What follows belongs to an exercise in optimizing a design on an open flow for small area and few clock cycles per item; a production flow would make more cautious choices. The RTL was checked by simulation tests, not by an equivalence proof against the original design.

$ cat flow/config.mk
export PLATFORM = sky130hd
export DESIGN_NAME = envelope_follower_adaptive_threshold_core
export DESIGN_NICKNAME = envelope_follower_adaptive_threshold_core
export VERILOG_FILES = /design/flow/design.v
export SDC_FILE = /design/flow/constraint.sdc
export NUM_CORES = 4
export LEC_CHECK = 0
export CAP_MARGIN = 20
export CORE_MARGIN = 2
export CORE_UTILIZATION = 40
export SLEW_MARGIN = 20
$ cat flow/constraint.sdc
create_clock -name core_clock -period 13.5 [get_ports {clk_i}]
set_input_delay 2.7000 -clock core_clock [delete_from_list [all_inputs] [get_ports {clk_i}]]
set_output_delay 2.7000 -clock core_clock [all_outputs]
set_load 0.01 [all_outputs]
$ cat flow/design.v
package efat_pkg;
  localparam int unsigned SampleW = 32;
  localparam int unsigned LevelW  = 31;
  localparam int unsigned CfgW    = 16;
  localparam int unsigned CfgIdxW = 2;
  localparam logic [CfgIdxW-1:0] REG_WEIGHT    = 2'd0;
  localparam logic [CfgIdxW-1:0] REG_THRESHOLD = 2'd1;
  localparam logic [LevelW-1:0] MinReset    = 31'd80000000;
  localparam logic [CfgW-1:0]   WeightReset = 16'd655;
  localparam logic [CfgW-1:0]   ThrReset    = 16'd32768;
  typedef struct packed {
    logic              valid;
    logic              clear;
    logic [LevelW-1:0] mag;
  } efat_mag_t;
  typedef struct packed {
    logic              valid;
    logic [LevelW-1:0] level;
    logic [LevelW-1:0] floor_level;
    logic [LevelW-1:0] peak_level;
  } efat_state_t;
endpackage
import efat_pkg::*;
module efat_front
(
  input  logic                      clk_i,
  input  logic                      rst_ni,
  input  logic                      valid_i,
  input  logic signed [SampleW-1:0] sample_i,
  input  logic                      clear_i,
  output logic                      ready_o,
  input  logic                      ready_i,
  output efat_pkg::efat_mag_t                 mag_o
);
  logic              valid_q;
  logic              clear_q;
  logic [LevelW-1:0] mag_q;
  logic [LevelW-1:0] mag_d;
  logic [SampleW-1:0] neg;
  logic              adv;
  assign adv     = !valid_q || ready_i;
  assign ready_o = adv;
  assign neg     = ~sample_i + 1'b1;
  always_comb begin
    if (sample_i[SampleW-1] && (sample_i[SampleW-2:0] == '0)) begin
      mag_d = '1;
    end else if (sample_i[SampleW-1]) begin
      mag_d = neg[LevelW-1:0];
    end else begin
      mag_d = sample_i[LevelW-1:0];
    end
  end
  always_ff @(posedge clk_i or negedge rst_ni) begin
    if (!rst_ni) begin
      valid_q <= 1'b0;
    end else if (adv) begin
      valid_q <= valid_i;
    end
  end
  always_ff @(posedge clk_i) begin
    if (adv && valid_i) begin
      mag_q   <= mag_d;
      clear_q <= clear_i;
    end
  end
  assign mag_o.valid = valid_q;
  assign mag_o.clear = clear_q;
  assign mag_o.mag   = mag_q;
endmodule
import efat_pkg::*;
module efat_track
(
  input  logic            clk_i,
  input  logic            rst_ni,
  input  efat_pkg::efat_mag_t       mag_i,
  input  logic [CfgW-1:0] weight_i,
  output logic            ready_o,
  input  logic            ready_i,
  output efat_pkg::efat_state_t     st_o
);
  localparam int unsigned DiffW = LevelW + 1;
  localparam int unsigned ProdW = DiffW + CfgW + 1;
  logic              valid_q;
  logic [LevelW-1:0] env_q, env_d;
  logic [LevelW-1:0] min_q, min_d;
  logic [LevelW-1:0] max_q, max_d;
  logic [LevelW-1:0] max_base;
  logic signed [DiffW-1:0] diff;
  logic signed [CfgW:0]    wext;
  logic signed [ProdW-1:0] prod;
  logic signed [ProdW-1:0] sum;
  logic adv;
  logic take;
  assign adv     = !valid_q || ready_i;
  assign take    = adv && mag_i.valid;
  assign ready_o = adv;
  assign diff  = $signed({1'b0, mag_i.mag}) - $signed({1'b0, env_q});
  assign wext  = $signed({1'b0, weight_i});
  assign prod  = diff * wext;
  assign sum   = prod + $signed({{(ProdW-CfgW){1'b0}}, 16'h8000});
  assign env_d = env_q + sum[CfgW +: LevelW];
  assign max_base = mag_i.clear ? '0 : max_q;
  assign max_d    = (env_d > max_base) ? env_d : max_base;
  assign min_d    = (env_d < min_q) ? env_d : min_q;
  always_ff @(posedge clk_i or negedge rst_ni) begin
    if (!rst_ni) begin
      valid_q <= 1'b0;
      env_q   <= '0;
      min_q   <= MinReset;
      max_q   <= '0;
    end else begin
      if (adv) begin
        valid_q <= mag_i.valid;
      end
      if (take) begin
        env_q <= env_d;
        min_q <= min_d;
        max_q <= max_d;
      end
    end
  end
  assign st_o.valid       = valid_q;
  assign st_o.level       = env_q;
  assign st_o.floor_level = min_q;
  assign st_o.peak_level  = max_q;
endmodule
import efat_pkg::*;
module efat_cmp
(
  input  logic              clk_i,
  input  logic              rst_ni,
  input  efat_pkg::efat_state_t       st_i,
  input  logic [CfgW-1:0]   thr_i,
  output logic              ready_o,
  input  logic              ready_i,
  output logic              valid_o,
  output logic [LevelW-1:0] level_o,
  output logic [LevelW-1:0] floor_o,
  output logic [LevelW-1:0] peak_o,
  output logic              above_o
);
  localparam int unsigned CmpW = LevelW + CfgW;
  logic              valid_q;
  logic [LevelW-1:0] level_q, floor_q, peak_q;
  logic              above_q, above_d;
  logic [LevelW-1:0] span, num;
  logic [CmpW-1:0]   lhs, rhs;
  logic adv;
  assign adv     = !valid_q || ready_i;
  assign ready_o = adv;
  assign span = st_i.peak_level - st_i.floor_level;
  assign num  = st_i.level - st_i.floor_level;
  assign lhs  = {num, {CfgW{1'b0}}};
  assign rhs  = thr_i * span;
  assign above_d = (st_i.peak_level > st_i.floor_level) &&
                   (st_i.level >= st_i.floor_level) && (lhs > rhs);
  always_ff @(posedge clk_i or negedge rst_ni) begin
    if (!rst_ni) begin
      valid_q <= 1'b0;
    end else if (adv) begin
      valid_q <= st_i.valid;
    end
  end
  always_ff @(posedge clk_i) begin
    if (adv && st_i.valid) begin
      level_q <= st_i.level;
      floor_q <= st_i.floor_level;
      peak_q  <= st_i.peak_level;
      above_q <= above_d;
    end
  end
  assign valid_o = valid_q;
  assign level_o = level_q;
  assign floor_o = floor_q;
  assign peak_o  = peak_q;
  assign above_o = above_q;
endmodule
import efat_pkg::*;
module envelope_follower_adaptive_threshold_core
(
  input  logic                      clk_i,
  input  logic                      rst_ni,
  input  logic                      cfg_we_i,
  input  logic [CfgIdxW-1:0]        cfg_idx_i,
  input  logic [CfgW-1:0]           cfg_data_i,
  input  logic                      in_valid_i,
  output logic                      in_ready_o,
  input  logic signed [SampleW-1:0] in_sample_i,
  input  logic                      in_clear_peak_i,
  output logic                      out_valid_o,
  input  logic                      out_ready_i,
  output logic [LevelW-1:0]         out_level_o,
  output logic [LevelW-1:0]         out_floor_level_o,
  output logic [LevelW-1:0]         out_peak_level_o,
  output logic                      out_above_o
);
  logic [CfgW-1:0] weight_q;
  logic [CfgW-1:0] thr_q;
  efat_pkg::efat_mag_t   mag;
  efat_pkg::efat_state_t st;
  logic        track_ready;
  logic        cmp_ready;
  always_ff @(posedge clk_i or negedge rst_ni) begin
    if (!rst_ni) begin
      weight_q <= WeightReset;
      thr_q    <= ThrReset;
    end else if (cfg_we_i) begin
      unique case (cfg_idx_i)
        REG_WEIGHT:    weight_q <= cfg_data_i;
        REG_THRESHOLD: thr_q    <= cfg_data_i;
        default:       ;
      endcase
    end
  end
  efat_front u_front (
    .clk_i    (clk_i),
    .rst_ni   (rst_ni),
    .valid_i  (in_valid_i),
    .sample_i (in_sample_i),
    .clear_i  (in_clear_peak_i),
    .ready_o  (in_ready_o),
    .ready_i  (track_ready),
    .mag_o    (mag)
  );
  efat_track u_track (
    .clk_i    (clk_i),
    .rst_ni   (rst_ni),
    .mag_i    (mag),
    .weight_i (weight_q),
    .ready_o  (track_ready),
    .ready_i  (cmp_ready),
    .st_o     (st)
  );
  efat_cmp u_cmp (
    .clk_i   (clk_i),
    .rst_ni  (rst_ni),
    .st_i    (st),
    .thr_i   (thr_q),
    .ready_o (cmp_ready),
    .ready_i (out_ready_i),
    .valid_o (out_valid_o),
    .level_o (out_level_o),
    .floor_o (out_floor_level_o),
    .peak_o  (out_peak_level_o),
    .above_o (out_above_o)
  );
endmodule
$ cat flow/run.sh
#!/bin/bash
# synth_recipe.tcl (not shown) runs the flow's synth.tcl, then flattens the netlist and writes it again
# the make line also repeats each setting of config.mk as NAME=value (left out here)
make -C /OpenROAD-flow-scripts/flow DESIGN_CONFIG=/design/flow/config.mk WORK_HOME=/design/flow/orfs CLKGATE_MAP_FILE= SYNTH_SCRIPT=/design/flow/synth_recipe.tcl finish
==> out/metrics.cfg <==
[outcome]
run_status = finished clean

[worst_hold_path]
holdCritStartpoint = u_track.min_q[21]
hold_path.class = reg2reg
timing.hold.worst_endpoint = u_cmp.floor_q[21]
min_path_cells = 0

[sta]
slew_viol_final = 0
max-slew-margin-rel_pct = 23.3
totalNegativeSetupSlack_ps = 0
max_slew.worst_pin.slew_ps = 1150
unrepaired_setup_endpoints_after_global_routing = no
timing.fmax_ghz = 0.0781
share_of_the_cycle_needed_by_the_critical_path_after_routing_pct = 94.9
timing_hold_violations_final = 0
clock_skew_ps = 50.2
finalSetupViolations = 0
finalWorstPathRequiredPeriod_ps = 12810

[synth]
synth_cell_types = 87
ys_seq_area_share_pct = 13.4
netlist_instances = 5757
dominantRegCellSynth = edfxtp_1
syn_area_um2 = 52200
number_of_flops_mapped_to_enable_cells_by_yosys = 126
avgSynthCellArea_um2 = 9.08
synth_fp_nets = 7162
ys_seq_elements = 254
asyncSetResetFlopFracSynth_pct = 50.4
synthesis.yosys.warnings = 4

[layout]
design_area_um2 = 57300
num-fill-cells = 12600
syn_to_final_growth_pct = 9.68
drive_above_1_share_pct = 5.69
post_layout_nets = 7230

[place]
placedInstanceArea_um2 = 56100
place_congestion = 0.940
port_buffers = 151
post-dp-hpwl_mm = 128

[global_routing]
antenna_violations_before_repair = 2
global_route_wire_length_before_repair_mm = 248
grt_start_max_net_pins = 71
gr-usage-met1_pct = 32.6
globalRoute.totalOverflow = 0
grtUsageTotal_pct = 24.2
via_count_of_the_first_global_routing_pass = 41800
groute.layer.met3.usage_pct = 3.96
most_crowded_layer_after_global_routing = met2
groute.layer.met2.usage_pct = 40.4

[critical_path]
max_stage_delay_ps = 530
timing.critical_path.from = u_front.mag_q[0]
cp.required_ps = 13970
cpMostUsedCell = fa_1
startpoint_of_the_lowest_slack_register_to_register_path = u_front.mag_q[0]
critical_path.reg2reg.endpoint = u_track.max_q[14]
setup.reg_to_reg.worst_slack_ps = 690
end_kind = flip-flop
crit_slowest_cell = fa_1
r2r.worst_path.cells = 57
peak_fanout_along_the_critical_path = 16
timing.setup.critical_path_class = reg2reg
setup.worst_path.start_class = flip-flop
arrival_time_worst_endpoint_ps = 13280

[die]
initial_core_util_pct = 40.3
die_w_um = 365
fp-row-count = 132
dieHeight_um = 365
fp.dieArea_um2 = 134000
core_box_area_um2 = 130000
boundaryPins = 152

[routing]
vias_per_cell = 5.33
remaining_drc_errors = 0
postRouteAntennaNets = 0
avgRoutedWirePerCell_um = 21.1
dr.first_iter.drc_count = 2881
post_route_wl_mm = 160
dr_total_vias = 40400
drtPass1Iterations = 7

[clock_network]
maximum_root_to_sink_buffer_count = 3
clk_pin_slew_worst_paths_ps = 60
clock_latency_ps = 630
htree_num_levels = 1
cts_inserted_buffers = 31
cts_root_buf = clkbuf_16
clock_sink_count = 254
tritoncts = built

[flow_run]
number_of_max_cap_violations = 0

## worst max-delay path by stage
stage / end / slack [ps]
after floorplan: u_track.max_q[12] / 1560
after global placement: u_track.max_q[2] / 390
after detailed placement: u_track.max_q[24] / 290
after global routing: u_track.min_q[20] / 30
final: u_track.max_q[14] / 690
after CTS: u_track.max_q[13] / 250
## cells in the final DEF (no fill, tap or decap), types with 21 or more instances in the layout
cell	netlist	routed
o21ai_0	114	114
xnor2_1	124	118
nand3_1	38	38
a31oi_1	46	45
a211oi_1	25	21
a21o_1	108	108
a21oi_1	158	157
and3_1	27	27
o21bai_1	25	25
mux2_2	35	35
buf_4	2	141
nor2b_1	61	61
mux2i_1	55	55
nor3_1	60	59
xor2_1	80	78
fa_1	884	884
nand3b_1	36	36
ha_1	465	463
clkbuf_16	0	36
nor2_1	146	141
clkdlybuf4s50_1	0	150
nand4_1	45	45
o21a_1	39	39
nor4b_1	45	45
edfxtp_1	126	126
dfrtp_1	113	98
nand2_1	731	731
nand2b_1	40	40
o21ai_1	37	36
nor3b_1	33	31
and2_1	384	382
inv_1	1141	1141
## stage by stage
step                cells  util, %  hold WS, ps  setup slack [ps]
floorplan            5757        -          425              1560
global placement     7528     43.2          430               390
detailed placement   7528     43.2          435               289
CTS                  7586     44.1          449               249
global route         7592     44.2          460              27.3
finish               7593     44.2          445               695
## layer usage
| metal | share of wire [%] | up-vias |
|---|---|---|
| met5 | 0.018 | - |
| met4 | 3.0 | 4 |
| met3 | 7.1 | 208 |
| met2 | 47 | 1308 |
| met1 | 43 | 20600 |
| li1 | - | 18300 |
## repair_timing
item / 4_1_cts / 5_1_grt
setup endpoints to repair: 0 / 63
setup buffers: 0 / 5
resized for setup: 0 / 23
hold buffers: 0 / 0
## worst max-delay path: cells and delay by family, from the launching register on
| kind | cells | cell delay [ps] |
|---|---|---|
| flops | 1 | 330 |
| fa+ha+maj | 12 | 4790 |
| simple gates | 13 | 2330 |
| mux | 1 | 290 |
| buf+inv | 8 | 840 |
| xor+xnor | 2 | 330 |
| compound gates | 21 | 3710 |
## area by class of cell
class	instances	area [um^2]	area share, %
inverter	1143	4290	7.49
timing repair buffer	295	2620	4.57
tap	1742	2180	3.80
sequential	254	7020	12.3
multi-input combinational	4100	40100	70.0
antenna	1	2.50	0.00437
clock inverter	13	123	0.214
clock buffer	45	933	1.63
## registers in the layout, indices dropped and copies added (netlist names)
name,flops
thr_q,16
u_cmp.above_q,1
u_cmp.floor_q,31
u_cmp.level_q,31
u_cmp.peak_q,31
u_cmp.valid_q,1
u_front.clear_q,1
u_front.mag_q,31
u_front.valid_q,1
u_track.env_q,31
u_track.max_q,31
u_track.min_q,31
u_track.valid_q,1
weight_q,16
## cells in the mapped netlist, types with 39 or more instances
cell	n	share of area, %
a21oi_1	158	1.5
clkbuf_1	243	1.7
xnor2_1	124	2.1
nor3_1	60	0.57
nor2b_1	61	0.73
a31oi_1	46	0.55
a21o_1	108	1.6
nand2b_1	40	0.48
nor2_1	146	1.0
inv_1	1141	8.2
mux2i_1	55	1.1
xor2_1	80	1.3
dfrtp_1	113	5.4
nand2_1	731	5.3
nand4_1	45	0.54
fa_1	884	34
and2_1	384	4.6
edfxtp_1	126	7.2
nor4b_1	45	0.75
o21ai_0	114	1.1
ha_1	465	11
o21a_1	39	0.56
## cells by family (layout without fill, tap and decap cells)
logic type	after synthesis	count (layout)	share of synthesized area, %
DFF	254	254	13.4
xor gates and xnor gates	205	205	3.47
muxes	99	99	2.00
other	0	1	0
AOI/OAI and AO/OA	698	698	8.77
buffers and inverters	1403	1496	10.1
and+or+nand+nor	1748	1748	17.2
adders and majority gates	1350	1350	45.0
Testbench counts, summed over its fixed seeds: cycles 32,024, items 32,000.

static timing again, ports no longer ideal:
In the flow no input, the clock included, has a driving cell. The finished layout below was timed again as built, in two steps. Step 1 assumes that a clkbuf_16 drives the clock port and a buf_2 every other input. Step 2 times the ports against the registers' clock, not the clock port: input delays grow and output delays shrink by t, the midpoint of the rising clock arrivals with the driver on. Three values: ideal ports, drivers, drivers and shift; two values: the first two.
t, ns: 0.666
setup WS [ns]: 0.695 / 0.695 / 0.695
hold slack, ns: 0.445 / 0.445 / 0.445
After both steps this run still meets setup and hold. The setup slack of this run moves by 0.000 ns with the drivers and by 0.000 ns with both steps.
